From an optimization exercise on the open Yosys and OpenROAD flow, aimed at small area, a short achievable clock period and few clock cycles; shortcuts taken in it are not production practice. Where RTL was checked, it was by simulation tests only, not by an equivalence proof against the original.

// nc_cpu_top
module nc_cpu_top #(
    parameter logic [7:0]  RESET_BANK      = 8'h01,
    parameter logic [15:0] RESET_OFFSET    = 16'h8000,
    parameter logic [7:0]  RESET_DATA_BANK = 8'h00
) (
    input  logic        clk,
    input  logic        reset_n,
    output logic        mem_valid,
    output logic        mem_we,
    output logic [23:0] mem_addr,
    output logic [15:0] mem_wdata,
    input  logic        mem_ready,
    input  logic [15:0] mem_rdata,
    output logic        halted
);
    logic [15:0] regs [8];   
    logic [7:0]  rv;         
    logic        fz, fn, fc, fv;
    logic [7:0]  dbr;
    logic [15:0] ir;        
    logic        iv;        
    logic        run;       
    logic [15:0] fa;        
    logic        mph;       
    logic [15:0] mx, my;    
    logic        sv;
    logic [2:0]  sa, sd;
    logic        d_mem, d_st, d_halt, d_mul, d_fwd;
    logic        d_uj;          
    logic        d_sub;         
    logic [7:0]  d_bc;          
    logic [3:0]  op, nop;
    assign nop  = mem_rdata[15:12];
    logic [2:0]  rd, rs, fnc;
    logic [15:0] simm;
    assign op   = ir[15:12];
    assign rd   = ir[11:9];
    assign rs   = ir[8:6];
    assign fnc  = ir[2:0];
    assign simm = {{7{ir[8]}}, ir[8:0]};    
    logic is_jmp, is_ld;
    assign is_jmp  = (op == 4'hB);
    assign is_ld   = d_mem && !d_st;
    logic [15:0] a_val, b_val;
    logic taken;
    assign taken = d_uj || (d_bc[0] &&  fz) || (d_bc[1] && !fz)
                        || (d_bc[2] &&  fc) || (d_bc[3] && !fc)
                        || (d_bc[4] &&  fn) || (d_bc[5] && !fn)
                        || (d_bc[6] &&  fv) || (d_bc[7] && !fv);
    logic        redir, dacc, hlt, mul0, fetching;
    logic [15:0] target, cur, fa_next;
    logic [15:0] tgt;       
    assign redir   = iv && taken;
    assign target  = is_jmp ? a_val : tgt;
    assign cur     = redir ? target : fa;
    assign fa_next = cur + 16'd2;
    assign dacc     = iv && d_mem;
    assign hlt      = iv && d_halt;
    assign mul0     = iv && d_mul && !mph;
    assign fetching = run && !dacc && !hlt && !mul0;
    assign halted    = hlt;
    assign mem_valid = run && !hlt && !mul0;
    assign mem_we    = dacc && d_st;
    assign mem_addr  = {dacc ? dbr : RESET_BANK, redir ? target : dacc ? a_val : fa};
    assign mem_wdata = b_val;
  ...
Settings: LEC_CHECK=0, CAP_MARGIN=20, CORE_MARGIN=2, CORE_UTILIZATION=40, PLACE_DENSITY=0.6, SLEW_MARGIN=20; clock period 11.0 ns.
standard.sh (not shown) runs the stock make flow with config.mk's settings and CLKGATE_MAP_FILE= SYNTH_SCRIPT=/design/flow/synth_recipe.tcl, a recipe that flattens the netlist after the stock synthesis.
==> flow/flow/run.sh <==
#!/bin/bash
set -euo pipefail
MARGIN=$(cat flow/margin.txt)
bash standard.sh SETUP_SLACK_MARGIN=$MARGIN \
    "BUFFER_PORTS_ARGS=-buffer_cell sky130_fd_sc_hd__buf_4" finish > flow_make.log 2>&1
==> flow/flow/margin.txt <==
6.45
The first run finished with timing, DRC and antenna clean.
Rerun with:
==> flow/flow/margin.txt (replaced) <==
6.65
Result: Cell area grows by 2.3%. Synthesized cell count is unchanged. Fmax shrinks by 0.64%. Via count grows by 1.6%. Die area stays the same. Sequential share of layout area shrinks by 0.77 points.
Function was not checked in any run of this note: the RTL went through the layout flow alone.


Another version of the RTL of nc_cpu_top (not shown whole).
Size: roughly 1800 cells after synthesis, roughly 280 flip-flops, about 62 I/O pins, roughly 19000 um2 of cells after synthesis.
// nc_cpu_top
module nc_cpu_top #(
    parameter logic [7:0]  RESET_BANK      = 8'h01,
    parameter logic [15:0] RESET_OFFSET    = 16'h8000,
    parameter logic [7:0]  RESET_DATA_BANK = 8'h00
) (
    input  logic        clk,
    input  logic        reset_n,
    output logic        mem_valid,
    output logic        mem_we,
    output logic [23:0] mem_addr,
    output logic [15:0] mem_wdata,
    input  logic        mem_ready,
    input  logic [15:0] mem_rdata,
    output logic        halted
);
    logic [15:0] regs [8];   
    logic [7:0]  rv;         
    logic        fz, fn, fc, fv;
    logic [7:0]  dbr;
    logic [15:0] ir;        
    logic        iv;        
    logic        run;       
    logic [15:0] fa;        
    logic        mph;       
    logic [15:0] mx, my;    
    logic        sv;
    logic [2:0]  sa, sd;
    logic        d_mem, d_st, d_halt, d_mul, d_fwd;
    logic        d_uj;          
    logic        d_sub;         
    logic [7:0]  d_bc;          
    function automatic logic [16:0] add16(input logic [15:0] x, input logic [15:0] y,
                                          input logic ci);
        logic [15:0] p, g, gg, pp;
        p  = x ^ y;
        g  = x & y;
        gg = g;
        pp = p;
        gg[0] = g[0] | (p[0] & ci);
        for (int k = 0; k < 4; k++)
            for (int i = 0; i < 16; i++)
                if (i[k]) begin
                    gg[i] = gg[i] | (pp[i] & gg[((i >> k) << k) - 1]);
                    pp[i] = pp[i] & pp[((i >> k) << k) - 1];
                end
        add16 = {gg[15], p ^ {gg[14:0], ci}};
    endfunction
    logic [3:0]  op, nop;
    assign nop  = mem_rdata[15:12];
    logic [2:0]  rd, rs, fnc;
    logic [15:0] simm;
    assign op   = ir[15:12];
    assign rd   = ir[11:9];
    assign rs   = ir[8:6];
    assign fnc  = ir[2:0];
    assign simm = {{7{ir[8]}}, ir[8:0]};    
    logic is_jmp, is_ld;
    assign is_jmp  = (op == 4'hB);
    assign is_ld   = d_mem && !d_st;
    logic [15:0] a_val, b_val;
    logic taken;
    assign taken = d_uj || (d_bc[0] &&  fz) || (d_bc[1] && !fz)
                        || (d_bc[2] &&  fc) || (d_bc[3] && !fc)
                        || (d_bc[4] &&  fn) || (d_bc[5] && !fn)
                        || (d_bc[6] &&  fv) || (d_bc[7] && !fv);
    logic        redir, dacc, hlt, mul0, fetching;
  ...
clock: 11.0 ns
lec_check: 0
cap_margin: 20
core_margin: 2
core_utilization: 40
cts_cluster_diameter: 110
cts_cluster_size: 26
place_density: 0.6
slew_margin: 20
==> flow/flow/margin.txt <==
6.45
Scripts as last shown in full above: flow/flow/run.sh
The starting point produced a clean layout.
Testbench counts at the start, summed over its fixed seeds: cycles 79,294.
Rerun with:
CTS_CLUSTER_DIAMETER = 100   (was 110)
CTS_CLUSTER_SIZE = 22   (was 26)
TNS_END_PERCENT = 0   (was default)
The changed run completed with no timing, DRC or antenna violations.
First-iteration DRC count decreases by 5.2%.
Register-to-register slack loses 120 ps.
Final area increases by 0.37%.
Clock skew increases by 9.4 ps.
Rerun with:
CTS_CLUSTER_DIAMETER = default   (was 100)
CTS_CLUSTER_SIZE = default   (was 22)
TNS_END_PERCENT = default   (was 0)
- The new run passed the timing, DRC and antenna checks
- critical path depth falls by 1
- maximum frequency drops slightly
- routed wire length goes up slightly
- synthesized cell count does not change
- cell area goes up by a few percent
- via count went up slightly

-- port drivers added, routing unchanged --
Ports are ideal in the flow. The routed layouts listed here were re-timed in OpenROAD.
Step 1 (the two cells are an assumption about what drives the block):
set clk [get_ports {clk}]
set_driving_cell -lib_cell sky130_fd_sc_hd__clkbuf_16 $clk
set_driving_cell -lib_cell sky130_fd_sc_hd__buf_2 [delete_from_list [all_inputs] $clk]
Step 2 adds t to the input delays and takes it off the output delays; t is the mean of the earliest and latest rising clock arrival at the registers after step 1. Input paths then give back, and output paths get back, about the clock's delay inside the block.
Three values: no drivers, after step 1, after step 2; two values: the first two.
run	t, ns	setup WS [ns]	hold WS [ns]	worst setup path after step 2	pins driven straight from the clock port
the first run of note 1	0.599	6.329 / 6.275 / 5.841	0.447 / 0.447 / 0.447	input to register	1
the second run of note 1	0.592	6.299 / 6.243 / 6.006	0.442 / 0.442 / 0.442	input to register	1
the first run of note 2	0.593	6.316 / 6.259 / 5.959	0.511 / 0.511 / 0.511	input to register	1
the second run of note 2	0.612	6.353 / 6.295 / 5.914	0.507 / 0.507 / 0.507	input to register	1
the third run of note 2	0.608	6.310 / 6.258 / 5.980	0.506 / 0.506 / 0.506	input to register	1
After both steps every run listed still meets setup and hold. The setup slack of the first run of note 1, which loses most, moves by -0.054 ns with the drivers and by -0.488 ns with both steps.
